What follows belongs to an exercise in optimizing a design on an open flow for small area, a short achievable clock period and few clock cycles per item; a production flow would make more cautious choices.
Where RTL was checked, it was by simulation tests only, not by an equivalence proof against the original.
The RTL of run 1 was laid out without a check of its function.
Power and IR drop assume default switching activity.

==> flow/design.v <==
module mul_axil (
  input  logic        Clk,
  input  logic        arst_n,
  input  logic        s_awvalid,
  output logic        s_awready,
  input  logic [7:0]  s_awaddr,
  input  logic        s_wvalid,
  output logic        s_wready,
  input  logic [31:0] s_wdata,
  input  logic [3:0]  s_wstrb,
  output logic        s_bvalid,
  input  logic        s_bready,
  output logic [1:0]  s_bresp,
  input  logic        s_arvalid,
  output logic        s_arready,
  input  logic [7:0]  s_araddr,
  output logic        s_rvalid,
  input  logic        s_rready,
  output logic [31:0] s_rdata,
  output logic [1:0]  s_rresp
);
  logic        bvalid, rvalid;
  logic        bresp_err, rresp_err;
  logic [31:0] rdata;
  logic [15:0] opa, opb;
  logic wr_fire, rd_fire, ctrl_go;
  logic aw_a, aw_b, aw_c;
  assign wr_fire = s_awvalid & s_wvalid & ~bvalid;
  assign rd_fire = s_arvalid & ~rvalid;
  assign aw_a = (s_awaddr == 8'h00);
  assign aw_b = (s_awaddr == 8'h04);
  assign aw_c = (s_awaddr == 8'h08);
  assign ctrl_go = wr_fire & aw_c & s_wstrb[0] & s_wdata[0];
  always_ff @(posedge Clk or negedge arst_n) begin
    if (!arst_n) begin
      opa <= '0;
      opb <= '0;
    end else begin
      if (wr_fire & aw_a & s_wstrb[0]) opa[7:0]  <= s_wdata[7:0];
      if (wr_fire & aw_a & s_wstrb[1]) opa[15:8] <= s_wdata[15:8];
      if (wr_fire & aw_b & s_wstrb[0]) opb[7:0]  <= s_wdata[7:0];
      if (wr_fire & aw_b & s_wstrb[1]) opb[15:8] <= s_wdata[15:8];
    end
  end
  logic        busy;           
  logic [1:0]  cnt;            
  logic [3:0]  dig;            
  logic [15:0] hs, hc;
  logic [3:0]  ps, pc;
  logic [11:0] lo;
  logic        done;
  function automatic logic [39:0] csa(input logic [19:0] x, input logic [19:0] y,
                                      input logic [19:0] z);
    logic [19:0] s, c;
    s = x ^ y ^ z;
    c = ((x & y) | (x & z) | (y & z)) << 1;
    csa = {s, c};
  endfunction
  logic [4:0]  pr;
  logic [19:0] r0, r1, r2, r3, r4, r5;
  logic [19:0] s1, c1, s2, c2, s3, c3, sn, cn;
  assign pr = {1'b0, ps & {4{busy}}} + {1'b0, pc & {4{busy}}};
  assign r0 = {4'h0, hs & {16{busy}}};
  assign r1 = {4'h0, hc & {16{busy}}};
  assign r2 = {4'h0, opb & {16{dig[0]}}};
  assign r3 = {3'h0, opb & {16{dig[1]}}, pr[4]};
  assign r4 = {2'h0, opb & {16{dig[2]}}, 2'h0};
  assign r5 = {1'h0, opb & {16{dig[3]}}, 3'h0};
  assign {s1, c1} = csa(r0, r1, r2);
  assign {s2, c2} = csa(r3, r4, r5);
  assign {s3, c3} = csa(s1, c1, s2);
  assign {sn, cn} = csa(s3, c3, c2);
  always_ff @(posedge Clk or negedge arst_n) begin
    if (!arst_n) begin
      hs   <= '0;
      hc   <= '0;
      ps   <= '0;
      pc   <= '0;
      lo   <= '0;
      cnt  <= '0;
      busy <= 1'b0;
      done <= 1'b0;
    end else begin
      if (ctrl_go | busy) begin
        hs  <= sn[19:4];
        hc  <= cn[19:4];
        ps  <= sn[3:0];
        pc  <= cn[3:0];
        cnt <= cnt + 2'd1;
      end
      if (busy) begin
        lo <= {pr[3:0], lo[11:4]};
      end
      if (ctrl_go) begin
        busy <= 1'b1;
      end else if (cnt == 2'd3) begin
        busy <= 1'b0;
      end
      if (ctrl_go) begin
        done <= 1'b0;
      end else if (busy & (cnt == 2'd1)) begin
        done <= 1'b1;
      end
    end
  end
  always_ff @(posedge Clk) begin
    if (busy) begin
      case (cnt)
        2'd1:    dig <= opa[11:8];
        2'd2:    dig <= opa[15:12];
        default: dig <= opa[3:0];
      endcase
    end else begin
      dig <= ctrl_go ? opa[7:4] : opa[3:0];
    end
  end
  logic [31:0] product;
  assign product = {{hs, ps} + {hc, pc}, lo};
  logic [31:0] rd_nxt;
  logic        rd_err;
  always_comb begin
    rd_nxt = '0;
    rd_err = 1'b0;
    case (s_araddr)
      8'h00:   rd_nxt = {16'h0, opa};
      8'h04:   rd_nxt = {16'h0, opb};
      8'h08:   rd_nxt = '0;
      8'h0C:   rd_nxt = {31'h0, done};
      8'h10:   rd_nxt = product;
      default: rd_err = 1'b1;
    endcase
  end
  always_ff @(posedge Clk or negedge arst_n) begin
    if (!arst_n) begin
      bvalid <= 1'b0;
      rvalid <= 1'b0;
    end else begin
      if (wr_fire)       bvalid <= 1'b1;
      else if (s_bready) bvalid <= 1'b0;
      if (rd_fire)       rvalid <= 1'b1;
      else if (s_rready) rvalid <= 1'b0;
    end
  end
  always_ff @(posedge Clk) begin
    if (!bvalid) bresp_err <= ~(aw_a | aw_b | aw_c);
    if (!rvalid) begin
      rdata     <= rd_nxt;
      rresp_err <= rd_err;
    end
  end
  assign s_awready = ~bvalid;
  assign s_wready  = ~bvalid;
  assign s_bvalid  = bvalid;
  assign s_bresp   = {bresp_err, 1'b0};
  assign s_arready = ~rvalid;
  assign s_rvalid  = rvalid;
  assign s_rdata   = rdata;
  assign s_rresp   = {rresp_err, 1'b0};
endmodule
==> flow/flow/run.sh <==
#!/bin/bash
# Standard layout, with plain buffers on the ports and resizing not tied to
# cell footprints. Each step's own log is also kept under orfs/logs/.
set -euo pipefail
bash standard.sh \
  "BUFFER_PORTS_ARGS=-buffer_cell sky130_fd_sc_hd__buf_2" \
  MATCH_CELL_FOOTPRINT=0 \
  finish > standard.log 2>&1
==> flow/standard.sh <==
#!/bin/bash
# synth_recipe.tcl (not shown) runs the flow's synth.tcl, then flattens the netlist and writes it again
# the make line also repeats each setting of config.mk as NAME=value (left out here)
make -C /OpenROAD-flow-scripts/flow DESIGN_CONFIG=/design/flow/config.mk WORK_HOME=/design/flow/orfs CLKGATE_MAP_FILE= SYNTH_SCRIPT=/design/flow/synth_recipe.tcl "${@:-finish}"
==> flow/config.mk <==
export PLATFORM = sky130hd
export DESIGN_NAME = mul_axil
export DESIGN_NICKNAME = mul_axil
export VERILOG_FILES = /design/flow/design.v
export SDC_FILE = /design/flow/constraint.sdc
export NUM_CORES = 4
export LEC_CHECK = 0
export CAP_MARGIN = 20
export CORE_MARGIN = 2
export CORE_UTILIZATION = 60
export CTS_BUF_LIST = sky130_fd_sc_hd__clkbuf_4 sky130_fd_sc_hd__clkbuf_8
export CTS_CLUSTER_SIZE = 30
export SETUP_SLACK_MARGIN = 1.0
export SLEW_MARGIN = 20
==> flow/constraint.sdc <==
create_clock -name core_clock -period 3.2 [get_ports {Clk}]
set_input_delay 0.6400 -clock core_clock [delete_from_list [all_inputs] [get_ports {Clk}]]
set_output_delay 0.6400 -clock core_clock [all_outputs]
set_load 0.01 [all_outputs]
==> results of run 1 <==
[state kept, by name, indices dropped and copies added (netlist names)]
| register | flops |
|---|---|
| busy | 1 |
| dig | 4 |
| ps | 4 |
| hs | 15 |
| bvalid | 1 |
| cnt | 2 |
| rvalid | 1 |
| rdata | 32 |
| bresp_err | 1 |
| pc | 2 |
| rresp_err | 1 |
| opb | 16 |
| hc | 16 |
| opa | 16 |
| done | 1 |
| lo | 12 |
[kinds of logic (layout without fill, tap and decap cells)]
kind of cell	Yosys count	after routing
AND/OR/NAND/NOR	184	184
adder cells (fa/ha/maj)	90	90
AO/OA/AOI/OAI	78	78
XOR/XNOR	14	14
flip-flops	125	125
other	1	2
buffers and inverters	101	211
multiplexers	83	83
[metrics by stage]
stage | setup slack [ns] | power, W | cells
floorplan | 0.688 | 0.00187 | 677
global placement | 0.427 | 0.00199 | 911
detailed placement | 0.377 | 0.00200 | 911
CTS | 0.615 | 0.00349 | 951
global route | 0.516 | 0.00358 | 963
finish | 0.611 | 0.00346 | 963
[layer usage]
layer | part of all wire (%) | routed length [um] | up-vias | GRT usage [%]
li1 | - | - | 2484 | -
met1 | 44 | 8000 | 2776 | 36.2
met2 | 50 | 9170 | 146 | 45.3
met3 | 4.7 | 854 | 21 | 5.89
met4 | 1.3 | 231 | 0 | 8.18
met5 | 0 | 0 | - | 0
[final cells by class]
type	instances	area, sq um
clock buffers	22	297
clock inverters	10	136
fillers	951	3700
inverters	74	278
multi-input cells	451	4500
flip-flops and latches	125	3300
well taps	176	220
repair buffers	105	644
[cells in the mapped netlist (3+ instances only)]
cell	number
dfxtp_1	4
o21ai_0	18
buf_4	6
and2_1	20
a211oi_1	4
a222oi_1	14
xnor2_1	13
fa_1	61
nor3_1	6
nand3_2	3
mux2_2	42
o21a_1	4
nor2_1	29
dfrtp_1	87
mux2_4	37
mux2i_1	3
nand3_1	7
buf_6	6
inv_1	74
a21oi_1	12
o221ai_1	3
clkbuf_1	13
a22oi_1	3
nor2b_1	3
edfxtp_1	34
nand2_1	99
ha_1	29
[power breakdown]
part / total [W] / internal, W / switching (W)
clock: 0.00149 / 0.000859 / 0.000635
combinational: 0.000233 / 0.0000822 / 0.000151
sequential: 0.00173 / 0.00170 / 0.0000318
[what timing repair did]
action,4_1_cts,5_1_grt
resized for setup,39,27
endpoints found under the setup margin,49,43
setup buffers,8,12
pin swaps,6,14
[final timing paths]
| path | start | cells after the start | end |
|---|---|---|---|
| min in group core_clock | s_bready | 2 | bvalid |
| max reg2reg | busy | 7 | hs[1] |
| min reg2reg | rvalid | 1 | rvalid |
| max in group asynchronous | arst_n | 2 | opb[8] |
| max | busy | 7 | hs[1] |
| min | arst_n | 1 | lo[0] |
==> results.tsv, run 1 <==
stage	metric	value	unit
status	status	timing/DRC/antenna clean	
die	die_width	119	um
clock_network	holdBufCountCts	0	
final_layout	final_area	0.00938	sq mm
global_route	grt_overflow	0	
logic_synthesis	syn_area_per_cell	11.8	sq um
timing	hold_viol_final	0	
setup_path	worstPathMaxFanout	16	
setup_path	cp_top_family	adder cells	
timing	hold_ws	0.242	ns
logic_synthesis	synth_compound_area_share	7.16	%
timing	min_period	2.59	ns
logic_synthesis	ys.flop_type	dfrtp_1	
setup_path	path_class	flip-flop to flip-flop	
timing	rsz0062_at_grt	true	
global_route	grt_pass1_wl	29200	um
setup_path	cp_slowest_cell	fa_1	
die	chipHeight	119	um
setup_path	slowest_delay	0.51	ns
logic_synthesis	yosysWarnings	1	
die	start_util	60.9	%
logic_synthesis	synthTopCellsByArea	dfrtp_1 (27%), fa_1 (15%), edfxtp_1 (13%)	
die	dieArea	0.0142	sq mm
place	place_area	0.00858	sq mm
clock_network	cts_num_sinks	125	
routing	dr.first_iter.drc_count	372	
routing	wirelength	18300	um
global_route	grt_max_degree	55	
logic_synthesis	synthCells	676	
job	max-cap-violations	0	
place	dp_hpwl	13000	um
die	core_area	0.0131	sq mm
clock_network	cts_made_buffers	17	
timing	skew	0.0156	ns
final_layout	utilization	71.7	%
power	p_leak	4.60	nW
routing	drtPass1Iterations	7	
logic_synthesis	synth-edff-count	34	
routing	vias	5427	
global_route	antenna_found_initial	0	
routing	drc_errors	0	
clock_network	cts-root-buf	clkbuf_8	
logic_synthesis	yosysTopAreaCell	dfrtp_1	
min_path	hp-class	primary input to async pin	
setup_path	required	3.52	ns
final_layout	final_layout_size_suffix_gt1_share	38.6	%
final_layout	nNetsFinal	923	
timing	max_freq	386	MHz
logic_synthesis	synth.top_cell.area_share	27.3	%
clock_network	htree_levels	4	
final_layout	layout_common_cells	nand2_1 (82), dfrtp_1 (80), buf_2 (78), inv_1 (69), fa_1 (46)	
final_layout	final_common_cell	nand2_1	
setup_path	cp-start-kind	flip-flop	
logic_synthesis	muxShareOfSynthArea	13.4	%
global_route	first_global_vias	5649	
die	num_rows	42	
logic_synthesis	synth-async-reset-ratio	69.6	%
setup_path	crit_path_end_kind	flip-flop	
clock_network	cts.clk_slew.worst_paths	0.07	ns
timing	final-max-slew-violation-count	0	
die	num_io_pins	100	
routing	ant_nets	0	
power	irDropWorstVdd	0.000286	V
logic_synthesis	synthAdderAreaFrac	19.9	%
setup_path	r2r_slack	0.61	ns
timing	fin_setup_tns	0	ns
logic_synthesis	synth-simple-area-share	11.1	%
clock_network	clock_latency	0.44	ns
logic_synthesis	syn_area	0.00797	sq mm
logic_synthesis	synth_xor_area_share	1.54	%
routing	avgRoutedWirePerCell	19.0	um
timing	period_share	80.9	%
timing	setup_viol	0	
timing	max_slew_margin	46.8	%
final_layout	area_delta_synth_final	17.8	%
power	p_per_area	369	mW/mm^2
clock_network	clockBufferDepth	2	
setup_path	timing.critical_path.cells	buf_12 > nand2_1 > fa_1 > fa_1 > inv_1 > fa_2 > mux2_4	
final_layout	diodes	0	
setup_path	path_common_cell	fa_1	
global_route	globalRouteTotalUtil	27.3	%
logic_synthesis	ys_ff_latch	125	
setup_path	cp_num_buf_inv	2	
logic_synthesis	ys_types	60	
place	numPortBuffers	79	
logic_synthesis	synth_top_family_by_area	adder cells	
logic_synthesis	ys_seq_area_share	41.2	%
setup_path	arrival	2.91	ns
clock_network	tritoncts	built	
timing	worst_pin_slew	0.798	ns
place	gp_congestion	0.860	
routing	via_per_inst	5.64	
==> inputs of run 2 (changes only) <==
--- a/flow/design.v
+++ b/flow/design.v
@@ -20,7 +20,7 @@
   output logic [1:0]  s_rresp
 );
   logic        bvalid, rvalid;
-  logic        bresp_err, rresp_err;
+  logic        bresp_err;
   logic [31:0] rdata;
   logic [15:0] opa, opb;
   logic wr_fire, rd_fire, ctrl_go;
@@ -43,6 +43,7 @@
     end
   end
   logic        busy;           
+  logic        fin;            
   logic [1:0]  cnt;            
   logic [3:0]  dig;            
   logic [15:0] hs, hc;
@@ -59,6 +60,7 @@
   logic [4:0]  pr;
   logic [19:0] r0, r1, r2, r3, r4, r5;
   logic [19:0] s1, c1, s2, c2, s3, c3, sn, cn;
+  logic [19:0] sum;
   assign pr = {1'b0, ps & {4{busy}}} + {1'b0, pc & {4{busy}}};
   assign r0 = {4'h0, hs & {16{busy}}};
   assign r1 = {4'h0, hc & {16{busy}}};
@@ -70,6 +72,7 @@
   assign {s2, c2} = csa(r3, r4, r5);
   assign {s3, c3} = csa(s1, c1, s2);
   assign {sn, cn} = csa(s3, c3, c2);
+  assign sum = {hs, ps} + {hc, pc};
   always_ff @(posedge Clk or negedge arst_n) begin
     if (!arst_n) begin
       hs   <= '0;
@@ -79,6 +82,7 @@
       lo   <= '0;
       cnt  <= '0;
       busy <= 1'b0;
+      fin  <= 1'b0;
       done <= 1'b0;
     end else begin
       if (ctrl_go | busy) begin
@@ -87,6 +91,11 @@
         ps  <= sn[3:0];
         pc  <= cn[3:0];
         cnt <= cnt + 2'd1;
+      end else if (fin) begin
+        hs  <= sum[19:4];
+        hc  <= '0;
+        ps  <= sum[3:0];
+        pc  <= '0;
       end
       if (busy) begin
         lo <= {pr[3:0], lo[11:4]};
@@ -96,6 +105,7 @@
       end else if (cnt == 2'd3) begin
         busy <= 1'b0;
       end
+      fin <= busy & (cnt == 2'd3) & ~ctrl_go;
       if (ctrl_go) begin
         done <= 1'b0;
       end else if (busy & (cnt == 2'd1)) begin
@@ -114,22 +124,9 @@
       dig <= ctrl_go ? opa[7:4] : opa[3:0];
     end
   end
-  logic [31:0] product;
-  assign product = {{hs, ps} + {hc, pc}, lo};
-  logic [31:0] rd_nxt;
-  logic        rd_err;
-  always_comb begin
-    rd_nxt = '0;
-    rd_err = 1'b0;
-    case (s_araddr)
-      8'h00:   rd_nxt = {16'h0, opa};
-      8'h04:   rd_nxt = {16'h0, opb};
-      8'h08:   rd_nxt = '0;
-      8'h0C:   rd_nxt = {31'h0, done};
-      8'h10:   rd_nxt = product;
-      default: rd_err = 1'b1;
-    endcase
-  end
+  logic sel_a, sel_b, sel_p, st_done, rd_err;
+  logic [7:0] ra;
+  assign ra = s_araddr;
   always_ff @(posedge Clk or negedge arst_n) begin
     if (!arst_n) begin
       bvalid <= 1'b0;
@@ -144,10 +141,18 @@
   always_ff @(posedge Clk) begin
     if (!bvalid) bresp_err <= ~(aw_a | aw_b | aw_c);
     if (!rvalid) begin
-      rdata     <= rd_nxt;
-      rresp_err <= rd_err;
+      sel_a   <= (ra == 8'h00);
+      sel_b   <= (ra == 8'h04);
+      sel_p   <= (ra == 8'h10) & ~busy;
+      st_done <= (ra == 8'h0C) & done;
+      rd_err  <= ~((ra == 8'h00) | (ra == 8'h04) | (ra == 8'h08) | (ra == 8'h0C)
+                   | (ra == 8'h10));
     end
   end
+  assign rdata = ({32{sel_p}} & {hs, ps, lo})
+               | {16'h0, {16{sel_a}} & opa}
+               | {16'h0, {16{sel_b}} & opb}
+               | {31'h0, st_done};
   assign s_awready = ~bvalid;
   assign s_wready  = ~bvalid;
   assign s_bvalid  = bvalid;
@@ -155,5 +160,5 @@
   assign s_arready = ~rvalid;
   assign s_rvalid  = rvalid;
   assign s_rdata   = rdata;
-  assign s_rresp   = {rresp_err, 1'b0};
+  assign s_rresp   = {rd_err, 1'b0};
 endmodule
--- a/flow/config.mk
+++ b/flow/config.mk
@@ -8,7 +8,5 @@
 export CAP_MARGIN = 20
 export CORE_MARGIN = 2
 export CORE_UTILIZATION = 60
-export CTS_BUF_LIST = sky130_fd_sc_hd__clkbuf_4 sky130_fd_sc_hd__clkbuf_8
-export CTS_CLUSTER_SIZE = 30
 export SETUP_SLACK_MARGIN = 1.0
 export SLEW_MARGIN = 20
==> run 2 against run 1 <==
  * Still clean on timing, DRC and antenna
  * Register-to-register slack gained 0.03 ns
  * Clock skew fell by 0.0082 ns
  * Clock-buffer cell count is 10 lower
  * Combinational power rose by 55%
  * Cell area decreased by 6.8%
  * Die area fell by 7.8%
  * Critical path type unchanged
  * Largest power group unchanged
==> results.tsv, run 2 <==
stage	metric	value	unit	change
logic_synthesis	synthTopCellsByArea	dfrtp_1 (30%), fa_1 (17%), mux2_2 (6.6%)		
die	die_width	114	um	-4.0%
power	swShare	26.9	%	+3.3 points
logic_synthesis	yosysWarnings	1		unchanged
routing	vias	5814		+7.1%
final_layout	nNetsFinal	979		+6.1%
place	gp_congestion	0.850		-1.1%
logic_synthesis	ys_types	52		-13%
power	p_int	0.00207	W	-22%
power	irDropWorstVdd	0.000283	V	-0.81%
setup_path	crit_path_end_kind	flip-flop		
routing	drtPass1Iterations	5		-2
clock_network	clock_latency	0.35	ns	-0.09 ns
global_route	first_global_vias	5771		+2.2%
power	clkPwrFrac	38.9	%	-4.3 points
routing	drc_errors	0		unchanged
clock_network	cts-root-buf	clkbuf_16		
timing	max_slew_margin	66.0	%	+19 points
final_layout	final_cells	982		+2.0%
logic_synthesis	syn_area	0.00732	sq mm	-8.1%
logic_synthesis	syn_area_per_cell	9.83	sq um	-17%
routing	dr.first_iter.drc_count	397		+6.7%
place	numPortBuffers	79		unchanged
job	max-cap-violations	0		unchanged
power	comb_power_share	12.7	%	+6.0 points
global_route	grt_pass1_wl	30200	um	+3.2%
timing	skew	0.00738	ns	-0.00825 ns
final_layout	utilization	73.1	%	+1.4 points
timing	min_period	2.56	ns	-0.0271 ns
setup_path	path_class	flip-flop to flip-flop		
timing	max_freq	390	MHz	+1.1%
global_route	antenna_found_initial	0		unchanged
setup_path	worstPathMaxFanout	3		-13
setup_path	cp-start-kind	flip-flop		
routing	via_per_inst	5.92		+5.1%
die	num_io_pins	100		unchanged
setup_path	arrival	2.78	ns	-0.13 ns
logic_synthesis	ys_ff_latch	99		-21%
status	status	timing/DRC/antenna clean		
clock_network	clockBufferDepth	2		unchanged
clock_network	cts_num_sinks	99		-21%
timing	rsz0062_at_grt	true		
clock_network	cts.clk_slew.worst_paths	0.07	ns	about the same
setup_path	reg2regPathDepth	7		unchanged
setup_path	required	3.42	ns	-0.10 ns
power	p_leak	4.35	nW	-5.3%
timing	hold_viol_final	0		unchanged
setup_path	startpoint	busy		
logic_synthesis	yosysTopAreaCell	dfrtp_1		
power	power	0.00283	W	-18%
die	chipHeight	114	um	-4.0%
logic_synthesis	synthCells	745		+10%
final_layout	area_delta_synth_final	19.4	%	
clock_network	cts_made_buffers	9		-8
timing	setup_viol	0		unchanged
min_path	hp-class	primary input to async pin		
power	power.switching	0.000762	W	-6.9%
global_route	grt_overflow	0		unchanged
final_layout	diodes	0		unchanged
die	start_util	61.2	%	+0.33 points
logic_synthesis	synth-async-reset-ratio	89.9	%	+20 points
logic_synthesis	netlist_top_cells_count	nand2_1 (126), dfrtp_1 (89), and2_1 (72)		
global_route	grt_max_degree	90		+64%
clock_network	holdBufCountCts	0		unchanged
power	p_per_area	323	mW/mm^2	-12%
final_layout	final_layout_size_suffix_gt1_share	32.5	%	-6.2 points
place	post-place-cells	941		+3.3%
clock_network	tritoncts	built		
routing	ant_nets	0		unchanged
routing	avgRoutedWirePerCell	19.2	um	+1.2%
timing	fin_setup_tns	0	ns	unchanged
logic_synthesis	ys_seq_area_share	34.0	%	-7.2 points
power	seq_power_share	48.3	%	-1.8 points
final_layout	nFillCells	865		-9.0%
timing	final-max-slew-violation-count	0		unchanged
die	dieArea	0.0131	sq mm	-7.8%
die	num_rows	40		-4.8%
setup_path	reg2reg_from	busy		
timing	period_share	80.1	%	-0.85 points
final_layout	final_common_cell	nand2_1		
logic_synthesis	synth.most_common_cell	nand2_1		
logic_synthesis	synth-edff-count	6		-82%
global_route	globalRouteTotalUtil	30.1	%	+2.8 points
routing	wirelength	18800	um	+3.2%
timing	worst_pin_slew	0.506	ns	-0.292 ns
logic_synthesis	ys.flop_type	dfrtp_1		
clock_network	htree_levels	3		-1
die	core_area	0.0120	sq mm	-8.6%
logic_synthesis	synth.top_cell.area_share	30.4	%	+3.1 points
place	dp_hpwl	12900	um	-0.95%
final_layout	layout_common_cells	nand2_1 (107), dfrtp_1 (80), buf_2 (78), and2_1 (69), inv_1 (54)		
[run 2: kinds of logic after synthesis]
kind of cell,after synthesis,share of synthesized area (%)
flip-flops,99,34.0
XOR/XNOR,12,1.44
multiplexers,59,8.80
adder cells (fa/ha/maj),90,21.7
AO/OA/AOI/OAI,134,11.6
other,1,0.0512
buffers and inverters,101,5.81
AND/OR/NAND/NOR,249,16.6
[run 2: power by group through the flow]
stage | Sequential [W] | Combinational (W) | Clock [W]
floorplan | 0.00137 | 0.000201 | 0
global placement | 0.00141 | 0.000291 | 0
detailed placement | 0.00141 | 0.000296 | 0
CTS | 0.00136 | 0.000349 | 0.00111
global route | 0.00137 | 0.000398 | 0.00117
finish | 0.00137 | 0.000361 | 0.00110
[run 2: metrics by stage]
step                      hold WS (ns)  area (sq um)  worst slack, ns
after detailed placement         0.493          7810            0.378
final                            0.318          8740            0.638
after global placement           0.470          7810            0.407
after CTS                        0.353          8500            0.667
after floorplan                  0.344          7370            0.741
after global routing             0.364          8740            0.567
[run 2: worst max-delay path, cell delays in order, from the launching register on]
cell     delay, ns
dfrtp_2       0.44
buf_4         0.16
and2_4        0.14
fa_1          0.47
fa_2          0.55
fa_2          0.44
a21oi_1       0.14
o31ai_1       0.09
[run 2: area by class of cell]
type,instances,area (sq um),area share (%)
Tap cell,147,184,2.10
Clock buffer,12,236,2.70
Clock inverter,4,51.3,0.587
Inverter,61,233,2.66
Multi-Input combinational cell,546,4740,54.2
Timing Repair Buffer,113,783,8.96
Sequential cell,99,2510,28.7
[run 2: path summary, 6_finish.rpt]
path                          end  slack, ns
max                        hs[11]       0.64
min                        rvalid       0.32
max reg2reg                hs[11]       0.64
min reg2reg                rvalid       0.50
max in group asynchronous   ps[3]       2.48
min in group core_clock    rvalid       0.45
[run 2: routing by layer]
| metal | vias up | wire length [um] | global-route usage, % | share of wire [%] |
|---|---|---|---|---|
| met2 | 185 | 9570 | 51.4 | 51 |
| li1 | 2675 | - | - | - |
| met4 | 0 | 274 | 7.56 | 1.5 |
| met3 | 20 | 887 | 3.07 | 4.7 |
| met1 | 2934 | 8100 | 41.6 | 43 |
| met5 | - | 0 | 0 | 0 |
[run 2: timing repair]
item	in CTS	in global routing
endpoints found under the setup margin	79	60
pin swaps	11	23
gates resized for setup	59	60
cloned	3	1
setup buffers	15	6
Testbench counts of run 2, summed over its fixed seeds: cycles 5,120, items 512.
==> inputs of run 3 (changes only) <==
--- a/flow/config.mk
+++ b/flow/config.mk
@@ -8,5 +8,5 @@
 export CAP_MARGIN = 20
 export CORE_MARGIN = 2
 export CORE_UTILIZATION = 60
-export SETUP_SLACK_MARGIN = 1.0
+export SETUP_SLACK_MARGIN = 1.4
 export SLEW_MARGIN = 20
==> run 3 against run 2 <==
  * Still clean on timing, DRC and antenna
  * Critical path depth rose by 1
  * Clock skew barely moved
  * Non-clock buffer count rose by 10
  * Sequential power barely moved
  * Die area did not move
  * Via count rose by 2.3%
  * Sequential cell count did not move
  * Critical path type unchanged
  * Critical endpoint unchanged
  * Largest cell class unchanged
  * Largest power group unchanged
==> results.tsv, run 3 <==
stage	metric	value	unit	change
status	status	timing/DRC/antenna clean		
place	gp_congestion	0.871		+2.4%
timing	fin_setup_tns	0	ns	unchanged
timing	max_freq	390	MHz	-0.18%
setup_path	crit_path_end_kind	flip-flop		
final_layout	utilization	75.2	%	+2.1 points
logic_synthesis	synth_top_family_by_area	adder cells		
setup_path	worstPathMaxFanout	8		+5
final_layout	area_delta_synth_final	22.9	%	
global_route	grt_max_degree	47		-48%
setup_path	path_class	flip-flop to flip-flop		
clock_network	tritoncts	built		
final_layout	final_layout_size_suffix_gt1_share	33.0	%	+0.56 points
timing	worst_pin_slew	0.597	ns	+0.0912 ns
final_layout	final_area	0.00899	sq mm	+2.9%
place	dp_hpwl	13300	um	+3.2%
timing	skew	0.00714	ns	-0.000238 ns
die	dieArea	0.0131	sq mm	unchanged
place	post-place-cells	940		-0.11%
timing	final-max-slew-violation-count	0		unchanged
final_layout	final_cells	992		+1.0%
power	p_per_area	312	mW/mm^2	-3.6%
logic_synthesis	yosysWarnings	1		unchanged
global_route	antenna_found_initial	0		unchanged
power	seq_power_share	48.7	%	+0.4 points
min_path	hp-class	primary input to async pin		
power	swShare	28.3	%	+1.4 points
logic_synthesis	synthAdderAreaFrac	21.7	%	unchanged
setup_path	required	3.42	ns	about the same
logic_synthesis	synthTopCellsByArea	dfrtp_1 (30%), fa_1 (17%), mux2_2 (6.6%)		
logic_synthesis	ys_seq_area_share	34.0	%	unchanged
routing	drtPass1Iterations	7		+2
setup_path	reg2reg_from	busy		
routing	via_per_inst	5.99		+1.2%
clock_network	clock_latency	0.35	ns	about the same
clock_network	clockBufferDepth	2		unchanged
routing	vias	5945		+2.3%
global_route	grt_pass1_wl	31100	um	+3.1%
power	irDropWorstVdd	0.000340	V	+20%
clock_network	cts_num_sinks	99		unchanged
final_layout	diodes	0		unchanged
global_route	globalRouteTotalUtil	31.0	%	+0.90 points
die	core_area	0.0120	sq mm	unchanged
logic_synthesis	syn_area_per_cell	9.83	sq um	unchanged
routing	ant_nets	0		unchanged
final_layout	nNetsFinal	989		+1.0%
timing	min_period	2.57	ns	+0.00450 ns
power	p_leak	4.51	nW	+3.6%
logic_synthesis	ys_types	52		unchanged
timing	period_share	80.2	%	+0.14 points
final_layout	final_common_cell	nand2_1		
clock_network	cts-root-buf	clkbuf_16		
routing	avgRoutedWirePerCell	20.0	um	+4.3%
clock_network	htree_levels	3		unchanged
logic_synthesis	synthCells	745		unchanged
job	max-cap-violations	0		unchanged
clock_network	holdBufCountCts	0		unchanged
logic_synthesis	netlist_top_cells_count	nand2_1 (126), dfrtp_1 (89), and2_1 (72)		
timing	hold_viol_final	0		unchanged
die	start_util	61.2	%	unchanged
power	p_int	0.00201	W	-2.6%
setup_path	cp-endpoint	hs[11]		
logic_synthesis	synth-edff-count	6		unchanged
routing	wirelength	19800	um	+5.4%
timing	hold_ws	0.283	ns	-0.0349 ns
die	chipHeight	114	um	unchanged
logic_synthesis	yosysTopAreaCell	dfrtp_1		
timing	setup_viol	0		unchanged
logic_synthesis	muxShareOfSynthArea	8.80	%	unchanged
logic_synthesis	synth_compound_area_share	11.6	%	unchanged
setup_path	slowest_delay	0.55	ns	about the same
routing	drc_errors	0		unchanged
logic_synthesis	syn_area	0.00732	sq mm	unchanged
power	clkPwrFrac	36.8	%	-2.1 points
setup_path	arrival	2.78	ns	about the same
setup_path	timing.critical_path.cells	buf_12 > inv_4 > nor2_2 > fa_1 > fa_2 > fa_2 > a21oi_2 > o31ai_1		
clock_network	cts.clk_slew.worst_paths	0.07	ns	about the same
setup_path	path_common_cell	fa_2		
logic_synthesis	synth_xor_area_share	1.44	%	unchanged
die	num_io_pins	100		unchanged
final_layout	layout_common_cells	nand2_1 (107), dfrtp_1 (79), buf_2 (75), and2_1 (70), inv_1 (56)		
die	num_rows	40		unchanged
logic_synthesis	synth.top_cell.area_share	30.4	%	unchanged
power	comb_power_share	14.6	%	+1.9 points
place	place_area	0.00785	sq mm	+0.51%
setup_path	r2r_end	hs[11]		
logic_synthesis	synth.most_common_cell	nand2_1		
setup_path	reg2regPathDepth	8		+1
setup_path	cp-start-kind	flip-flop		
setup_path	r2r_slack	0.63	ns	about the same
clock_network	cts_made_buffers	9		unchanged
global_route	grt_overflow	0		unchanged
timing	max_slew_margin	60.2	%	-5.8 points
setup_path	cp_slowest_cell	fa_2		
setup_path	startpoint	busy		
logic_synthesis	ys.flop_type	dfrtp_1		
logic_synthesis	synth-async-reset-ratio	89.9	%	unchanged
logic_synthesis	ys_ff_latch	99		unchanged
logic_synthesis	synth-simple-area-share	16.6	%	unchanged
place	numPortBuffers	79		unchanged
die	die_width	114	um	unchanged
routing	dr.first_iter.drc_count	499		+26%
timing	rsz0062_at_grt	true		
global_route	first_global_vias	6118		+6.0%
power	power.switching	0.000794	W	+4.3%
-- run 3: cell count changes in the layout (fill, tap and decap cells not counted), sizes merged --
| cell | previous run | this run |
|---|---|---|
| inv | 61 | 62 |
| bufinv | 1 | 0 |
| clkbuf | 15 | 13 |
| clkinv | 1 | 4 |
| buf | 110 | 120 |
| clkinvlp | 2 | 1 |
-- run 3: layout make-up --
class | instances | area (sq um)
fill | 823 | 2970
timing repair buffer | 123 | 933
sequential | 99 | 2510
clock inverter | 6 | 41.3
clock buffer | 10 | 229
multi-input combinational | 546 | 4860
tap | 147 | 184
inverter | 61 | 231
-- run 3: repair_timing --
action	4_1_cts	5_1_grt
endpoints found under the setup margin	105	110
gates cloned	4	1
buffers inserted	19	12
pin swaps	26	29
resized for setup	80	71
-- run 3: metal layers --
| metal | part of all wire [%] | vias to the layer above | global-route usage, % |
|---|---|---|---|
| li1 | - | 2696 | - |
| met3 | 5.2 | 37 | 3.44 |
| met2 | 51 | 225 | 52.3 |
| met5 | 0 | - | 0 |
| met4 | 2.4 | 0 | 11.5 |
| met1 | 41 | 2987 | 41.6 |
-- run 3: worst min path at each step --
stage | endpoint | depth (start not counted)
4_1_cts | rvalid | 1
2_1_floorplan | busy | 0
6_report | rvalid | 1
5_1_grt | rvalid | 1
3_3_place_gp | rvalid | 1
3_5_place_dp | rvalid | 1
-- run 3: kinds of logic after synthesis --
kind of cell,Yosys count
buffers and inverters,101
flip-flops,99
XOR/XNOR,12
multiplexers,59
AND/OR/NAND/NOR,249
AO/OA/AOI/OAI,134
other,1
adder cells (fa/ha/maj),90
-- run 3: critical path: cells and delay by family, from the launching register on --
kind,cells,cell delay (ns)
AND/OR/NAND/NOR,1,0.06
adder cells (fa/ha/maj),3,1.48
AO/OA/AOI/OAI,2,0.21
flip-flops,1,0.41
buffers and inverters,2,0.26
-- run 3: power by group through the flow --
stage                     Clock, W  Sequential, W  Combinational [W]
after floorplan                  0        0.00137           0.000203
after global placement           0        0.00141           0.000294
after detailed placement         0        0.00141           0.000302
after CTS                  0.00103        0.00136           0.000363
after global routing       0.00108        0.00137           0.000444
final                      0.00103        0.00137           0.000409
-- run 3: per-stage QoR --
| stage | worst slack, ns | total power, W |
|---|---|---|
| 2_1_floorplan | 0.741 | 0.00157 |
| 3_3_place_gp | 0.390 | 0.00170 |
| 3_5_place_dp | 0.353 | 0.00171 |
| 4_1_cts | 0.699 | 0.00276 |
| 5_1_grt | 0.572 | 0.00290 |
| 6_report | 0.633 | 0.00281 |
==> inputs of run 4 (changes only) <==
--- a/flow/config.mk
+++ b/flow/config.mk
@@ -8,5 +8,5 @@
 export CAP_MARGIN = 20
 export CORE_MARGIN = 2
 export CORE_UTILIZATION = 60
-export SETUP_SLACK_MARGIN = 1.4
+export SETUP_SLACK_MARGIN = 0.0
 export SLEW_MARGIN = 20
==> run 4 against run 3 <==
  * Register-to-register slack worse by 0.25 ns
  * Synthesized cell count unchanged
  * Maximum frequency fell by 9.0%
  * Combinational power decreased by 24%
  * Clock skew decreased by 0.0025 ns
  * Clock-buffer cell count unchanged
  * Synthesized area is the same
==> results.tsv, run 4 <==
stage	metric	value	unit	change
global_route	first_global_vias	5817		-4.9%
final_layout	final_common_cell	nand2_1		
setup_path	arrival	3.05	ns	+0.27 ns
final_layout	final_layout_size_suffix_gt1_share	20.0	%	-13 points
routing	drtPass1Iterations	9		+2
logic_synthesis	yosysTopAreaCell	dfrtp_1		
setup_path	timing.critical_path.cells	nand2_1 > fa_1 > inv_1 > fa_1 > fa_1 > nand2_1 > o21ai_0		
timing	max_freq	354	MHz	-9.0%
routing	wirelength	17600	um	-11%
status	status	timing/DRC/antenna clean		
die	start_util	61.2	%	unchanged
logic_synthesis	ys_seq_area_share	34.0	%	unchanged
clock_network	cts.clk_slew.worst_paths	0.07	ns	about the same
timing	final-max-slew-violation-count	0		unchanged
final_layout	diodes	0		unchanged
clock_network	holdBufCountCts	0		unchanged
global_route	grt_pass1_wl	29200	um	-6.1%
routing	dr.first_iter.drc_count	413		-17%
logic_synthesis	synth.most_common_cell	nand2_1		
logic_synthesis	synth-edff-count	6		unchanged
setup_path	required	3.43	ns	about the same
timing	setup_viol	0		unchanged
clock_network	htree_levels	3		unchanged
logic_synthesis	ys.flop_type	dfrtp_1		
place	gp_congestion	0.822		-5.6%
logic_synthesis	syn_area_per_cell	9.83	sq um	unchanged
timing	fin_setup_tns	0	ns	unchanged
logic_synthesis	ys_types	52		unchanged
global_route	grt_overflow	0		unchanged
clock_network	tritoncts	built		
routing	ant_nets	0		unchanged
routing	drc_errors	0		unchanged
timing	skew	0.00468	ns	-0.00246 ns
routing	via_per_inst	5.83		-2.8%
logic_synthesis	synth.top_cell.area_share	30.4	%	unchanged
global_route	globalRouteTotalUtil	28.9	%	-2.1 points
timing	worst_pin_slew	0.669	ns	+0.0719 ns
setup_path	path_class	flip-flop to flip-flop		
final_layout	utilization	68.0	%	-7.2 points
power	p_per_area	340	mW/mm^2	+9.1%
clock_network	cts-root-buf	clkbuf_16		
clock_network	cts_num_sinks	99		unchanged
timing	min_period	2.82	ns	+0.254 ns
setup_path	slowest_delay	0.75	ns	+0.20 ns
min_path	hp-class	primary input to async pin		
power	p_leak	4.24	nW	-5.9%
logic_synthesis	ys_ff_latch	99		unchanged
final_layout	area_delta_synth_final	11.1	%	
die	core_area	0.0120	sq mm	unchanged
final_layout	layout_common_cells	nand2_1 (126), dfrtp_1 (89), buf_2 (78), and2_1 (72), fa_1 (62)		
die	num_rows	40		unchanged
setup_path	cp_slowest_cell	dfxtp_1		
setup_path	cp-start-kind	flip-flop		
logic_synthesis	synthTopCellsByArea	dfrtp_1 (30%), fa_1 (17%), mux2_2 (6.6%)		
place	dp_hpwl	13200	um	-1.3%
die	num_io_pins	100		unchanged
logic_synthesis	yosysWarnings	1		unchanged
setup_path	worstPathMaxFanout	16		+8
logic_synthesis	synthCells	745		unchanged
clock_network	clock_latency	0.35	ns	about the same
clock_network	post_cts_buffers	0		-19
timing	period_share	88.2	%	+7.9 points
global_route	antenna_found_initial	0		unchanged
die	chipHeight	114	um	unchanged
timing	fin_ws	0.379	ns	-0.254 ns
clock_network	cts_resized	0		-100%
place	numPortBuffers	79		unchanged
logic_synthesis	syn_area	0.00732	sq mm	unchanged
place	dp_slack	0.353	ns	+0.000312 ns
routing	avgRoutedWirePerCell	18.3	um	-8.7%
timing	hold_viol_final	0		unchanged
timing	max_slew_margin	55.3	%	-4.9 points
setup_path	crit_path_end_kind	flip-flop		
clock_network	clockBufferDepth	2		unchanged
timing	hold_ws	0.0681	ns	-0.215 ns
setup_path	path_common_cell	fa_1		
power	irDropWorstVdd	0.000397	V	+17%
die	dieArea	0.0131	sq mm	unchanged
job	max-cap-violations	0		unchanged
timing	rsz0062_at_grt	false		
logic_synthesis	synth-async-reset-ratio	89.9	%	unchanged
logic_synthesis	netlist_top_cells_count	nand2_1 (126), dfrtp_1 (89), and2_1 (72)		
die	die_width	114	um	unchanged
clock_network	cts_made_buffers	9		unchanged
routing	vias	5604		-5.7%
setup_path	r2r_slack	0.38	ns	-0.25 ns
final_layout	nNetsFinal	959		-3.0%
global_route	grt_max_degree	88		+87%
run 4: cell type report:
class | count | area [sq um]
Clock inverter | 6 | 56.3
Inverter | 61 | 229
Tap cell | 147 | 184
Multi-Input combinational cell | 546 | 4410
Timing Repair Buffer | 93 | 536
Clock buffer | 10 | 229
Fill cell | 956 | 3830
Sequential cell | 99 | 2490
run 4: where the power goes:
part	leakage [nW]	internal, W	switching [W]	total [W]
combinational	2.80	0.000129	0.000181	0.000311
sequential	1.31	0.00131	0.0000732	0.00138
clock	0.138	0.000547	0.000530	0.00108
run 4: worst max-delay path, delay by kind of cell, from the launching register on:
family | cells | cell delay, ns
fa+ha+maj | 3 | 1.53
flops | 1 | 0.75
simple gates | 2 | 0.27
compound gates | 1 | 0.08
buf+inv | 1 | 0.06
run 4: final timing paths:
path	to	start	cells after the start
setup / recovery	ps[3]	dig[0]	7
hold / removal	rvalid	arst_n	1
setup reg to reg	ps[3]	dig[0]	7
hold reg to reg	rvalid	rvalid	1
max in group asynchronous	hs[5]	arst_n	2
min in group core_clock	rvalid	s_rready	2
run 4: cell families (layout without fill, tap and decap cells):
group                      Yosys count  count (layout)  share of synthesized area (%)
adders and majority gates           90              90                           21.7
xor gates and xnor gates            12              12                           1.44
DFF                                 99              99                           34.0
muxes                               59              59                           8.80
and+or+nand+nor                    249             249                           16.6
other                                1               2                         0.0512
buffers and inverters              101             170                           5.81
AOI/OAI and AO/OA                  134             134                           11.6
run 4: metal layers:
layer | part of all wire, % | track usage [%] | vias to the layer above
met5 | 0 | 0 | -
met4 | 1.4 | 6.02 | 0
met3 | 5.2 | 5.77 | 24
met2 | 49 | 49.1 | 160
met1 | 44 | 38.7 | 2792
li1 | - | - | 2628
run 4: stage by stage:
stage | instances | area (sq um) | total power (W)
2_1_floorplan | 746 | 7320 | 0.00157
3_3_place_gp | 945 | 7820 | 0.00170
3_5_place_dp | 945 | 7820 | 0.00171
4_1_cts | 961 | 8110 | 0.00278
5_1_grt | 962 | 8130 | 0.00288
6_report | 962 | 8130 | 0.00277
==> inputs of run 5 (changes only) <==
--- a/flow/config.mk
+++ b/flow/config.mk
@@ -8,5 +8,5 @@
 export CAP_MARGIN = 20
 export CORE_MARGIN = 2
 export CORE_UTILIZATION = 60
-export SETUP_SLACK_MARGIN = 0.0
+export SETUP_SLACK_MARGIN = 0.4
 export SLEW_MARGIN = 20
==> run 5 against run 4 <==
  * Core utilization is essentially flat
  * Global-route usage is the same
  * Wire length is the same
  * Largest power group unchanged
  * Cell area is essentially flat
  * Largest cell class unchanged
==> results.tsv, run 5 <==
stage	metric	value	unit	change
status	status	timing/DRC/antenna clean		
timing	rsz0062_at_grt	false		
timing	hold_viol_final	0		unchanged
final_layout	final_common_cell	nand2_1		
routing	vias	5604		unchanged
power	p_per_area	340	mW/mm^2	about the same
logic_synthesis	ys_ff_latch	99		unchanged
setup_path	cp-start-kind	flip-flop		
logic_synthesis	syn_area_per_cell	9.83	sq um	unchanged
setup_path	reg2regPathDepth	7		unchanged
die	dieArea	0.0131	sq mm	unchanged
clock_network	cts_made_buffers	9		unchanged
setup_path	r2r_slack	0.54	ns	+0.17 ns
global_route	grt_max_degree	88		unchanged
logic_synthesis	syn_area	0.00732	sq mm	unchanged
timing	fin_setup_tns	0	ns	unchanged
final_layout	nFillCells	955		-0.10%
setup_path	required	3.41	ns	-0.02 ns
global_route	globalRouteTotalUtil	28.9	%	unchanged
logic_synthesis	synthCells	745		unchanged
setup_path	reg2reg_from	busy		
routing	drc_errors	0		unchanged
routing	ant_nets	0		unchanged
routing	dr.first_iter.drc_count	413		unchanged
final_layout	diodes	0		unchanged
die	chipHeight	114	um	unchanged
logic_synthesis	yosysTopAreaCell	dfrtp_1		
global_route	antenna_found_initial	0		unchanged
final_layout	nNetsFinal	959		unchanged
min_path	hp-class	primary input to async pin		
place	numPortBuffers	79		unchanged
die	num_rows	40		unchanged
clock_network	clockBufferDepth	2		unchanged
logic_synthesis	synthTopCellsByArea	dfrtp_1 (30%), fa_1 (17%), mux2_2 (6.6%)		
place	dp_hpwl	13200	um	unchanged
clock_network	cts-root-buf	clkbuf_16		
global_route	grt_overflow	0		unchanged
logic_synthesis	synth-async-reset-ratio	89.9	%	unchanged
power	p_leak	4.25	nW	about the same
final_layout	final_layout_size_suffix_gt1_share	20.4	%	+0.37 points
clock_network	cts.clk_slew.worst_paths	0.07	ns	about the same
global_route	grt_pass1_wl	29200	um	unchanged
timing	max_freq	377	MHz	+6.3%
routing	avgRoutedWirePerCell	18.3	um	unchanged
timing	min_period	2.66	ns	-0.166 ns
timing	setup_viol	0		unchanged
clock_network	clock_latency	0.35	ns	about the same
setup_path	r2r_end	hs[11]		
place	gp_congestion	0.822		unchanged
logic_synthesis	ys.flop_type	dfrtp_1		
routing	drtPass1Iterations	9		unchanged
setup_path	startpoint	busy		
setup_path	worstPathMaxFanout	27		+11
timing	max_slew_margin	57.0	%	+1.6 points
setup_path	arrival	2.87	ns	-0.18 ns
timing	worst_pin_slew	0.646	ns	-0.0232 ns
logic_synthesis	synth-edff-count	6		unchanged
setup_path	path_class	flip-flop to flip-flop		
timing	period_share	83.0	%	-5.2 points
clock_network	cts_num_sinks	99		unchanged
routing	wirelength	17600	um	unchanged
logic_synthesis	yosysWarnings	1		unchanged
final_layout	final_area	0.00814	sq mm	about the same
final_layout	final_cells	962		unchanged
logic_synthesis	synth.most_common_cell	nand2_1		
setup_path	crit_path_end_kind	flip-flop		
timing	skew	0.00468	ns	unchanged
die	core_area	0.0120	sq mm	unchanged
logic_synthesis	ys_types	52		unchanged
global_route	first_global_vias	5817		unchanged
place	post-place-cells	945		unchanged
job	max-cap-violations	0		unchanged
die	start_util	61.2	%	unchanged
timing	final-max-slew-violation-count	0		unchanged
logic_synthesis	ys_seq_area_share	34.0	%	unchanged
die	num_io_pins	100		unchanged
power	irDropWorstVdd	0.000397	V	unchanged
place	place_area	0.00782	sq mm	unchanged
final_layout	layout_common_cells	nand2_1 (126), dfrtp_1 (89), buf_2 (78), and2_1 (72), fa_1 (62)		
logic_synthesis	synth.top_cell.area_share	30.4	%	unchanged
clock_network	htree_levels	3		unchanged
logic_synthesis	netlist_top_cells_count	nand2_1 (126), dfrtp_1 (89), and2_1 (72)		
routing	via_per_inst	5.83		unchanged
die	die_width	114	um	unchanged
clock_network	tritoncts	built		
final_layout	area_delta_synth_final	11.1	%	about the same
[run 5: metrics by stage]
step	total power, W	setup WS, ns	hold slack [ns]	utilization, %
after floorplan	0.00157	0.441	0.344	-
after global placement	0.00170	0.392	0.438	65.4
after detailed placement	0.00171	0.353	0.440	65.4
after CTS	0.00278	0.445	0.0600	67.8
after global routing	0.00288	0.416	0.0515	68.0
final	0.00277	0.545	0.0681	68.0
[run 5: final cells by class]
cell class                      instances  area, sq um  area share [%]
Sequential cell                        99         2490            30.6
Inverter                               61          229            2.81
Tap cell                              147          184            2.26
Timing Repair Buffer                   93          536            6.58
Clock inverter                          6         56.3           0.692
Clock buffer                           10          229            2.81
Multi-Input combinational cell        546         4410            54.2
[run 5: cells by family after synthesis]
| group | synth area share [%] |
|---|---|
| multiplexers | 8.80 |
| adder cells (fa/ha/maj) | 21.7 |
| other | 0.0512 |
| flip-flops | 34.0 |
| buffers and inverters | 5.81 |
| AND/OR/NAND/NOR | 16.6 |
| AO/OA/AOI/OAI | 11.6 |
| XOR/XNOR | 1.44 |
[run 5: critical path, stage by stage (launching register included)]
cell	delay (ns)
dfrtp_1	0.38
buf_4	0.31
and2_1	0.19
fa_1	0.44
fa_1	0.52
fa_1	0.45
a21oi_1	0.15
o31ai_1	0.08
[run 5: timing repair]
| action | 4_1_cts | 5_1_grt |
|---|---|---|
| hold buffers | 0 | 0 |
| gates resized for setup | 1 | 2 |
| endpoints found under the setup margin | 5 | 2 |
| pin swaps | 0 | 0 |
| setup buffers | 0 | 0 |
| cloned | 0 | 0 |
[run 5: worst max path at each step]
stage | endpoint | slack (ns) | cells after the start
after floorplan | hs[11] | 0.44 | 9
after detailed placement | hs[6] | 0.35 | 6
after global routing | ps[3] | 0.42 | 8
after global placement | ps[3] | 0.39 | 7
after CTS | hs[11] | 0.44 | 6
final | hs[11] | 0.54 | 7
[run 5: per-layer routing]
metal / GRT usage [%] / part of all wire, % / wire length (um) / up-vias
li1: - / - / - / 2628
met1: 38.7 / 44 / 7770 / 2792
met2: 49.1 / 49 / 8650 / 160
met3: 5.77 / 5.2 / 917 / 24
met4: 6.02 / 1.4 / 242 / 0
met5: 0 / 0 / 0 / -
[run 5: power breakdown]
part	total, W	switching, W	internal [W]
Sequential	0.00138	0.0000732	0.00131
Clock	0.00108	0.000530	0.000547
Combinational	0.000311	0.000181	0.000129
==> inputs of run 6 (changes only) <==
--- a/flow/config.mk
+++ b/flow/config.mk
@@ -5,8 +5,9 @@
 export SDC_FILE = /design/flow/constraint.sdc
 export NUM_CORES = 4
 export LEC_CHECK = 0
+export ABC_CLOCK_PERIOD_IN_PS = 1500
 export CAP_MARGIN = 20
 export CORE_MARGIN = 2
 export CORE_UTILIZATION = 60
-export SETUP_SLACK_MARGIN = 0.4
+export SETUP_SLACK_MARGIN = 0.7
 export SLEW_MARGIN = 20
==> run 6 against run 5 <==
  * Synthesized cell count stayed put
  * Sequential power hardly changed
  * Clock-buffer cell count is 2 higher
  * Power decreased by 2.0%
  * Critical path type unchanged
  * Final cell count grew 0.83%
  * Worst hold slack better by 0.26 ns
  * Sequential cell count unchanged
  * Maximum frequency is 4.3% higher
  * Critical path depth unchanged
  * Register-to-register slack better by 0.11 ns
==> results.tsv, run 6 <==
stage	metric	value	unit	change
status	status	timing/DRC/antenna clean		
clock_network	cts-root-buf	clkbuf_16		
place	gp_congestion	0.825		+0.35%
final_layout	layout_common_cells	nand2_1 (123), dfrtp_1 (82), buf_2 (78), and2_1 (69), inv_1 (59)		
setup_path	cp-start-kind	flip-flop		
setup_path	r2r_slack	0.66	ns	+0.11 ns
timing	hold_ws	0.329	ns	+0.261 ns
final_layout	final_layout_size_suffix_gt1_share	24.4	%	+4.1 points
timing	worst_pin_slew	0.732	ns	+0.0859 ns
logic_synthesis	ys_ff_latch	99		unchanged
timing	rsz0062_at_grt	true		
logic_synthesis	synth.top_cell.area_share	30.4	%	unchanged
timing	period_share	79.5	%	-3.5 points
power	p_per_area	324	mW/mm^2	-4.7%
logic_synthesis	synth.most_common_cell	nand2_1		
routing	avgRoutedWirePerCell	18.5	um	+1.5%
die	num_io_pins	100		unchanged
logic_synthesis	syn_area	0.00732	sq mm	unchanged
die	chipHeight	114	um	unchanged
timing	max_slew_margin	51.2	%	-5.7 points
logic_synthesis	yosysWarnings	1		unchanged
routing	via_per_inst	5.93		+1.7%
power	p_leak	4.31	nW	+1.6%
routing	dr.first_iter.drc_count	406		-1.7%
setup_path	cp_num_buf_inv	1		unchanged
clock_network	cts_num_sinks	99		unchanged
setup_path	slowest_delay	0.53	ns	about the same
global_route	grt_max_degree	54		-39%
clock_network	clock_latency	0.35	ns	about the same
timing	hold_viol_final	0		unchanged
setup_path	required	3.42	ns	about the same
clock_network	tritoncts	built		
logic_synthesis	synth-async-reset-ratio	89.9	%	unchanged
timing	max_freq	393	MHz	+4.3%
place	numPortBuffers	79		unchanged
power	irDropWorstVdd	0.000296	V	-26%
clock_network	cts_made_buffers	9		unchanged
clock_network	clockBufferDepth	2		unchanged
routing	drc_errors	0		unchanged
setup_path	cp_top_family	adder cells		
setup_path	timing.critical_path.cells	buf_12 > and2_4 > fa_1 > fa_1 > fa_1 > a21oi_2 > o31ai_1		
setup_path	crit_path_end_kind	flip-flop		
timing	setup_viol	0		unchanged
setup_path	path_class	flip-flop to flip-flop		
logic_synthesis	ys_types	52		unchanged
final_layout	nNetsFinal	967		+0.83%
logic_synthesis	synthTopCellsByArea	dfrtp_1 (30%), fa_1 (17%), mux2_2 (6.6%)		
global_route	grt_pass1_wl	29200	um	about the same
setup_path	arrival	2.76	ns	-0.11 ns
die	dieArea	0.0131	sq mm	unchanged
die	start_util	61.2	%	unchanged
logic_synthesis	ys.flop_type	dfrtp_1		
logic_synthesis	synth-edff-count	6		unchanged
routing	ant_nets	0		unchanged
timing	final-max-slew-violation-count	0		unchanged
logic_synthesis	synthCells	745		unchanged
final_layout	final_common_cell	nand2_1		
clock_network	cts.clk_slew.worst_paths	0.07	ns	about the same
routing	wirelength	18000	um	+2.3%
final_layout	multi_input_area	0.00449	sq mm	+1.9%
final_layout	diodes	0		unchanged
logic_synthesis	ys_seq_area_share	34.0	%	unchanged
global_route	first_global_vias	5714		-1.8%
setup_path	cp_slowest_cell	fa_1		
global_route	globalRouteTotalUtil	28.8	%	-0.088 points
die	die_width	114	um	unchanged
clock_network	htree_levels	3		unchanged
final_layout	nFillCells	946		-0.94%
final_layout	utilization	70.0	%	+1.9 points
job	max-cap-violations	0		unchanged
final_layout	area_delta_synth_final	14.3	%	
timing	min_period	2.54	ns	-0.111 ns
place	dp_hpwl	13000	um	-1.1%
logic_synthesis	netlist_top_cells_count	nand2_1 (126), dfrtp_1 (89), and2_1 (72)		
setup_path	path_common_cell	fa_1		
timing	fin_ws	0.656	ns	+0.111 ns
routing	vias	5749		+2.6%
global_route	grt_overflow	0		unchanged
final_layout	regArea	0.00251	sq mm	+0.80%
timing	fin_setup_tns	0	ns	unchanged
min_path	hp-class	primary input to async pin		
logic_synthesis	yosysTopAreaCell	dfrtp_1		
place	dp_slack	0.404	ns	+0.0506 ns
global_route	antenna_found_initial	0		unchanged
setup_path	worstPathMaxFanout	8		-70%
die	num_rows	40		unchanged
routing	drtPass1Iterations	6		-3
die	core_area	0.0120	sq mm	unchanged
timing	skew	0.00713	ns	+0.00245 ns
logic_synthesis	syn_area_per_cell	9.83	sq um	unchanged
[run 6: timing repair]
item,CTS,global route
gates cloned,0,3
hold buffers,0,0
pin swaps,0,12
setup buffers,3,6
endpoints found under the setup margin,63,24
resized for setup,18,33
[run 6: where the power goes]
part,switching (W),total [W],internal (W)
clock network,0.000482,0.00101,0.000530
logic,0.000190,0.000325,0.000135
registers,0.0000696,0.00137,0.00130
[run 6: path summary, 6_finish.rpt]
check                          from  endpoint  depth (start not counted)
setup / recovery               busy    hs[11]                          7
hold / removal               arst_n    rvalid                          1
setup reg to reg               busy    hs[11]                          7
hold reg to reg              rvalid    rvalid                          1
max in group asynchronous    arst_n      busy                          2
min in group core_clock    s_bready    bvalid                          2
[run 6: logic make-up after synthesis]
| kind of cell | after synthesis | share of synthesized area, % |
|---|---|---|
| fa+ha+maj | 90 | 21.7 |
| compound gates | 134 | 11.6 |
| buf+inv | 101 | 5.81 |
| other cells | 1 | 0.0512 |
| xor+xnor | 12 | 1.44 |
| mux | 59 | 8.80 |
| flops | 99 | 34.0 |
| simple gates | 249 | 16.6 |
[run 6: through the flow]
step	cells	power [W]	area, sq um
global route	970	0.00283	8370
floorplan	746	0.00157	7340
finish	970	0.00271	8370
CTS	961	0.00272	8140
global placement	942	0.00170	7800
detailed placement	942	0.00171	7800
[run 6: layout make-up]
| cell class | instances | area share, % |
|---|---|---|
| clock buffers | 12 | 2.83 |
| clock inverters | 4 | 0.374 |
| inverters | 61 | 2.78 |
| multi-input cells | 546 | 53.7 |
| flip-flops and latches | 99 | 30.0 |
| well taps | 147 | 2.20 |
| repair buffers | 101 | 8.12 |
[run 6: worst register-to-register path: cells and delay by family (launching register included)]
kind	cells	cell delay, ns
buffers and inverters	1	0.16
AOI/OAI and AO/OA	2	0.22
and+or+nand+nor	1	0.14
adders and majority gates	3	1.47
DFF	1	0.42
[run 6: layer usage]
layer  up-vias  wire length, um  track usage, %
li1       2645                -               -
met1      2860             7670            40.4
met2       212             8820            46.5
met3        32             1120            4.45
met4         0              381            8.86
met5         -                0               0
==> inputs of run 7 (changes only) <==
--- a/flow/config.mk
+++ b/flow/config.mk
@@ -5,7 +5,6 @@
 export SDC_FILE = /design/flow/constraint.sdc
 export NUM_CORES = 4
 export LEC_CHECK = 0
-export ABC_CLOCK_PERIOD_IN_PS = 1500
 export CAP_MARGIN = 20
 export CORE_MARGIN = 2
 export CORE_UTILIZATION = 60
==> run 7 against run 6 <==
  * Still clean
  * Register-to-register slack hardly changed
  * Via count did not move
  * Core utilization stayed put
  * Combinational power is essentially flat
  * Clock power about the same
  * Synthesized cell count stayed put
  * Sequential power hardly changed
  * Final cell count unchanged
  * Critical path type unchanged
  * Critical endpoint unchanged
  * Largest power group unchanged
==> results.tsv, run 7 <==
stage	metric	value	unit	change
status	status	timing/DRC/antenna clean		
final_layout	final_common_cell	nand2_1		
routing	dr.first_iter.drc_count	406		unchanged
power	irDropWorstVdd	0.000296	V	unchanged
die	chipHeight	114	um	unchanged
clock_network	htree_levels	3		unchanged
power	p_leak	4.31	nW	unchanged
setup_path	cp-start-kind	flip-flop		
final_layout	area_delta_synth_final	14.3	%	unchanged
logic_synthesis	syn_area_per_cell	9.83	sq um	unchanged
routing	via_per_inst	5.93		unchanged
setup_path	crit_path_end_kind	flip-flop		
timing	max_slew_margin	51.2	%	unchanged
logic_synthesis	ys.flop_type	dfrtp_1		
logic_synthesis	synth.most_common_cell	nand2_1		
logic_synthesis	ys_types	52		unchanged
logic_synthesis	netlist_top_cells_count	nand2_1 (126), dfrtp_1 (89), and2_1 (72)		
clock_network	clockBufferDepth	2		unchanged
timing	skew	0.00713	ns	unchanged
final_layout	multi_input_area	0.00449	sq mm	unchanged
global_route	grt_overflow	0		unchanged
clock_network	holdBufCountCts	0		unchanged
clock_network	cts-root-buf	clkbuf_16		
clock_network	cts_num_sinks	99		unchanged
logic_synthesis	synth.top_cell.area_share	30.4	%	unchanged
place	dp_slack	0.404	ns	unchanged
timing	max_freq	393	MHz	unchanged
global_route	globalRouteTotalUtil	28.8	%	unchanged
final_layout	final_layout_size_suffix_gt1_share	24.4	%	unchanged
logic_synthesis	yosysTopAreaCell	dfrtp_1		
place	dp_hpwl	13000	um	unchanged
die	num_io_pins	100		unchanged
timing	fin_setup_tns	0	ns	unchanged
logic_synthesis	syn_area	0.00732	sq mm	unchanged
clock_network	tritoncts	built		
logic_synthesis	ys_ff_latch	99		unchanged
routing	vias	5749		unchanged
setup_path	worstPathMaxFanout	8		unchanged
setup_path	path_class	flip-flop to flip-flop		
clock_network	cts_made_buffers	9		unchanged
logic_synthesis	yosysWarnings	1		unchanged
timing	period_share	79.5	%	unchanged
logic_synthesis	synth-async-reset-ratio	89.9	%	unchanged
routing	avgRoutedWirePerCell	18.5	um	unchanged
timing	hold_viol_final	0		unchanged
final_layout	regArea	0.00251	sq mm	unchanged
clock_network	cts.clk_slew.worst_paths	0.07	ns	about the same
die	dieArea	0.0131	sq mm	unchanged
timing	min_period	2.54	ns	unchanged
routing	wirelength	18000	um	unchanged
die	die_width	114	um	unchanged
timing	setup_viol	0		unchanged
setup_path	required	3.42	ns	about the same
job	max-cap-violations	0		unchanged
logic_synthesis	synthCells	745		unchanged
timing	worst_pin_slew	0.732	ns	unchanged
logic_synthesis	synth-edff-count	6		unchanged
die	core_area	0.0120	sq mm	unchanged
die	start_util	61.2	%	unchanged
logic_synthesis	ys_seq_area_share	34.0	%	unchanged
final_layout	nNetsFinal	967		unchanged
routing	ant_nets	0		unchanged
power	p_per_area	324	mW/mm^2	unchanged
global_route	grt_max_degree	54		unchanged
global_route	antenna_found_initial	0		unchanged
setup_path	r2r_slack	0.66	ns	about the same
final_layout	diodes	0		unchanged
setup_path	reg2regPathDepth	7		unchanged
routing	drc_errors	0		unchanged
routing	drtPass1Iterations	6		unchanged
final_layout	layout_common_cells	nand2_1 (123), dfrtp_1 (82), buf_2 (78), and2_1 (69), inv_1 (59)		
global_route	grt_pass1_wl	29200	um	unchanged
timing	rsz0062_at_grt	true		
timing	fin_ws	0.656	ns	unchanged
min_path	hp-class	primary input to async pin		
clock_network	clock_latency	0.35	ns	about the same
place	gp_congestion	0.825		unchanged
final_layout	nFillCells	946		unchanged
global_route	first_global_vias	5714		unchanged
die	num_rows	40		unchanged
timing	final-max-slew-violation-count	0		unchanged
logic_synthesis	synthTopCellsByArea	dfrtp_1 (30%), fa_1 (17%), mux2_2 (6.6%)		
place	numPortBuffers	79		unchanged
setup_path	arrival	2.76	ns	about the same
==> run 7: cell counts in the layout (fill, tap and decap cells not counted) <==
Identical to the previous run, type by type.
==> run 7: stage by stage <==
stage	hold WS (ns)	power [W]	utilization (%)	instance area, sq um	instances
final	0.329	0.00271	70.0	8370	970
after global routing	0.376	0.00283	70.0	8370	970
after CTS	0.359	0.00272	68.0	8140	961
after detailed placement	0.498	0.00171	65.2	7800	942
after global placement	0.469	0.00170	65.2	7800	942
after floorplan	0.344	0.00157	-	7340	746
==> run 7: path summary, 6_finish.rpt <==
| check | start | endpoint |
|---|---|---|
| max in group asynchronous | arst_n | busy |
| worst max-delay path | busy | hs[11] |
| min in group core_clock | s_bready | bvalid |
| worst max register to register | busy | hs[11] |
| worst min-delay path | arst_n | rvalid |
| worst min register to register | rvalid | rvalid |
==> run 7: cell type report <==
class	count	share of cell area, %
inverter	61	2.78
timing repair buffer	101	8.12
sequential	99	30.0
tap	147	2.20
multi-input combinational	546	53.7
clock buffer	12	2.83
clock inverter	4	0.374
==> run 7: worst max-delay path: stages, from the launching register on <==
cell     delay, ns
dfrtp_2       0.42
buf_12        0.15
and2_4        0.14
fa_1          0.53
fa_1          0.44
fa_1          0.50
a21oi_2       0.15
o31ai_1       0.07
==> run 7: layer usage <==
metal | track usage, % | part of all wire (%)
met1 | 40.4 | 43
met2 | 46.5 | 49
met3 | 4.45 | 6.2
met4 | 8.86 | 2.1
met5 | 0 | 0
==> run 7: timing repair <==
action                                 4_1_cts  5_1_grt
setup buffers                                3        6
setup endpoints to repair                   63       24
pin swaps                                    0       12
endpoints found under the hold margin        0        0
gates resized for setup                     18       33
cloned                                       0        3
==> run 7: logic make-up (layout without fill, tap and decap cells) <==
kind of cell,count (synthesis),count (layout),synth area share [%]
and+or+nand+nor,249,249,16.6
AOI/OAI and AO/OA,134,134,11.6
buffers and inverters,101,178,5.81
DFF,99,99,34.0
adders and majority gates,90,90,21.7
muxes,59,59,8.80
xor gates and xnor gates,12,12,1.44
other,1,2,0.0512
==> run 7: where the power goes <==
part | switching, W | total, W | internal, W | leakage, nW
registers | 0.0000696 | 0.00137 | 0.00130 | 1.30
clock network | 0.000482 | 0.00101 | 0.000530 | 0.119
logic | 0.000190 | 0.000325 | 0.000135 | 2.90

## afterwards: timing with drivers on the ports
The results above use ideal ports. As a check the final layouts listed here were re-extracted and re-timed, cells and wires unchanged. Step 1 assumes that a clkbuf_16 drives the clock port and a buf_2 every other input. Step 2 also shifts input and output timing later by t, the mid clock arrival at the registers, as if the neighbouring blocks saw the same clock. Slacks: ideal ports / drivers / drivers and shift; pairs: ideal ports / drivers.
run | t, ns | slack for setup (ns) | worst setup path after step 2 | slew at the worst register clock pin (ns) | pins driven straight from the clock port
run 1 | 0.474 | 0.611 / 0.611 / 0.592 | input to register | 0.08 / 0.08 | 1
run 2 | 0.389 | 0.638 / 0.638 / 0.638 | register to register | 0.07 / 0.07 | 1
run 3 | 0.384 | 0.633 / 0.633 / 0.633 | register to register | 0.07 / 0.07 | 1
run 4 | 0.387 | 0.379 / 0.379 / 0.379 | register to register | 0.07 / 0.07 | 1
run 5 | 0.387 | 0.545 / 0.545 / 0.458 | input to register | 0.07 / 0.07 | 1
run 6 | 0.387 | 0.656 / 0.656 / 0.487 | input to register | 0.07 / 0.07 | 1
run 7 | 0.387 | 0.656 / 0.656 / 0.487 | input to register | 0.07 / 0.07 | 1
After both steps every run listed still meets setup and hold.
